This is an optimization exercise on Yosys and OpenROAD, whose aim is a short achievable clock period, few clock cycles per item and low power, not a production implementation.
Function was checked by simulation only, so behaviour that the tests miss may differ from the original.
Power figures rest on the tool's default switching activity, not on a simulated workload.

## job 3845
Design peak_to_peak_power_meter_unit, start of the top module:
module peak_to_peak_power_meter_unit #(
  parameter int ADC_BITS = 10
) (
  input  logic        clk,
  input  logic        rst_n,
  input  logic        in_valid,
  output logic        in_ready,
  input  logic        in_operation,
  input  logic [9:0]  in_adc_sample,
  input  logic [15:0] in_elapsed_ms,
  output logic        out_valid,
  input  logic        out_ready,
  output logic [19:0] out_rms_ma,
  output logic [19:0] out_power_watts,
  output logic [47:0] out_energy_watt_ms,
  input  logic        cfg_we,
  input  logic [2:0]  cfg_index,
  input  logic [15:0] cfg_data
);
  logic [9:0]  cfg_zero_r;
  logic [15:0] cfg_gain_r;
  logic [9:0]  cfg_offs_r;
  logic [9:0]  cfg_floor_r;
  logic [8:0]  cfg_volts_r;
  logic [9:0]         hi_r;
  logic signed [11:0] lo_r;
  logic               pend_r;
  logic [10:0]        span_p_r;
  logic [15:0]        ms_p_r;
  logic               st_cur_r, st_x_r, st_q_r, st_fix_r, st_ms_r, st_ms2_r, st_e_r;
  logic [53:0]        acc_r;       
  logic [18:0]        cur_r;
  logic [18:0]        watts_r;
  logic [47:0]        energy_r;
  logic               have_prev_r;
  logic               out_valid_r;
  logic               busy;
  logic               start;
  logic               in_fire;
  logic               cur_go;
  logic signed [10:0] dev;
  logic signed [12:0] span_s;
  logic [10:0]        span;
  assign busy     = st_cur_r | st_x_r | st_q_r | st_fix_r | st_ms_r | st_ms2_r;
  assign start    = pend_r && !busy;
  assign in_ready = !in_operation || !pend_r || !busy;
  assign in_fire  = in_valid && in_ready;
  assign cur_go   = !out_valid_r || out_ready;
  ...
export LEC_CHECK = 0
export CAP_MARGIN = 20
export CORE_MARGIN = 2
export CORE_UTILIZATION = 60
export CTS_BUF_LIST = sky130_fd_sc_hd__clkbuf_4
export CTS_CLUSTER_SIZE = 25
export SLEW_MARGIN = 20
create_clock -name core_clock -period 6.0 [get_ports {clk}]
run.sh (not shown) runs the stock make flow with config.mk's settings and CLKGATE_MAP_FILE= SYNTH_SCRIPT=/design/flow/synth_recipe.tcl, a recipe that flattens the netlist after the stock synthesis.
Job 3845: flow completed, timing, DRC and antenna clean
Testbench counts of job 3845, summed over its fixed seeds: cycles 12,564, items 1,280.
--- input diff job 3845..job 2860 ---
-- flow/config.mk --
<<< job 3845, line 7
export LEC_CHECK = 0
export CAP_MARGIN = 20
export CORE_MARGIN = 2
export CORE_UTILIZATION = 60
export CTS_BUF_LIST = sky130_fd_sc_hd__clkbuf_4
export CTS_CLUSTER_SIZE = 25
export SLEW_MARGIN = 20
>>> job 2860, line 7
export LEC_CHECK = 0
export ABC_AREA = 1
export CAP_MARGIN = 20
export CORE_MARGIN = 2
export CORE_UTILIZATION = 75
export CTS_BUF_LIST = sky130_fd_sc_hd__clkbuf_16
export CTS_CLUSTER_DIAMETER = 100
export CTS_CLUSTER_SIZE = 28
export SLEW_MARGIN = 20
## What came out
Between job 3845 and job 2860, the arrival time reported for the critical path endpoint is lower for job 2860.
Job 2860 vs job 3845: hold slack up in job 2860
Relative to job 3845, count of nets after finishing increased by 22% in job 2860.
Changes in job 7503 relative to job 2860:
-- flow/config.mk --
<<< job 2860, line 7
export LEC_CHECK = 0
export ABC_AREA = 1
export CAP_MARGIN = 20
>>> job 7503, line 7
export LEC_CHECK = 0
export CAP_MARGIN = 20
==> comparison <==
Taking job 2860 as the reference, in job 7503 number of vias in the routed layout shrank by about 20%; met2 layer usage reported by global route shrank by 10 points; flip-flop and latch count after synthesis held steady.
Input changes introduced in job 9009 (baseline for comparison: job 7503):
-- flow/config.mk --
<<< job 7503, line 9
export CORE_MARGIN = 2
export CORE_UTILIZATION = 75
export CTS_BUF_LIST = sky130_fd_sc_hd__clkbuf_16
export CTS_CLUSTER_DIAMETER = 100
export CTS_CLUSTER_SIZE = 28
export SLEW_MARGIN = 20
>>> job 9009, line 9
export CORE_MARGIN = 2
export CORE_UTILIZATION = 40
export SLEW_MARGIN = 20
==> comparison <==
Across both runs, average detailed-routed wire length per instance was lower for job 9009 than for job 7503.
Run comparison: job 9009 first element of the critical path pend_r; job 7503 first element of the critical path acc_r[34]
Job 9009 vs job 7503: wire length of the first global-routing pass up by a little under 10%
Stage delay of the slowest cell on the critical path for job 9009: 0.28 ns down relative to job 7503
A dominant power group of registers is what job 7503 shows, while clock belongs to job 9009.
Of the two values seen for worst setup path endpoint, acc_r[25] was produced by job 7503 and acc_r[18] by job 9009.
Job 9009 vs. job 7503: fraction of power spent switching nets decreased 2.5 points; total routed wirelength increased about 8%; setup slack increased 0.048 ns; area occupied by registers essentially unchanged.
#### Input delta (job 7538 over job 9009)
-- flow/config.mk --
<<< job 9009, line 9
export CORE_MARGIN = 2
export CORE_UTILIZATION = 40
export SLEW_MARGIN = 20
>>> job 7538, line 9
export CORE_MARGIN = 2
export CORE_UTILIZATION = 75
export CTS_BUF_LIST = sky130_fd_sc_hd__clkbuf_8
export CTS_CLUSTER_DIAMETER = 70
export CTS_CLUSTER_SIZE = 16
export SLEW_MARGIN = 20
==> comparison <==
- On multi-input gate area in the final layout, job 7538 and job 9009 are neck and neck.
- NOTE: hold slack in job 7538 exceeds that of job 9009
- Of job 7538 and job 9009, job 7538 shows the higher utilization, with job 9009 below it.
- In the metrics for job 7538 and job 9009, the one carrying the lower total power density per cell area is job 7538.
- Against job 9009, job 7538 reports a amount of wire on met2 after detailed routing that is lower.
- Post-layout minimum cycle time: job 7538 vs job 9009 up 0.086 ns
- Number of clock buffers inserted by TritonCTS (job 7538 / job 9009): 0.74
- Comparing job 7538 and job 9009, the higher die span in y is on job 9009.
- Largest incremental delay on the critical path (lower): job 9009

-- port drivers added, routing unchanged --
Ports are ideal in the flow. The routed layouts listed here were re-timed in OpenROAD.
Step 1 assumes that a clkbuf_16 drives the clock port and a buf_2 every other input.
Step 2 adds t to the input delays and takes it off the output delays; t is the mean of the earliest and latest rising clock arrival at the registers after step 1. Input paths then give back, and output paths get back, about the clock's delay inside the block.
Three values: ideal, step 1, step 2; two values: the first two.
| run | t, ns | setup slack, ns | clock arrival spread, ns | worst data-port slew with drivers (ns) | cell pins on the clock port's net |
|---|---|---|---|---|---|
| job 3845 | 0.877 | 0.230 / 0.230 / 0.011 | 0.091 / 0.091 | 0.05 | 1 |
| job 2860 | 0.645 | 0.219 / 0.219 / 0.219 | 0.062 / 0.063 | 0.07 | 1 |
| job 7503 | 0.605 | 0.248 / 0.248 / 0.248 | 0.042 / 0.041 | 0.06 | 1 |
| job 9009 | 0.682 | 0.296 / 0.296 / 0.296 | 0.034 / 0.035 | 0.13 | 1 |
| job 7538 | 0.734 | 0.210 / 0.210 / 0.210 | 0.031 / 0.031 | 0.06 | 1 |
After both steps setup and hold are still met in every run listed. For job 3845, which loses most, drivers alone change the setup slack by 0.000 ns; drivers and shift together by -0.219 ns.
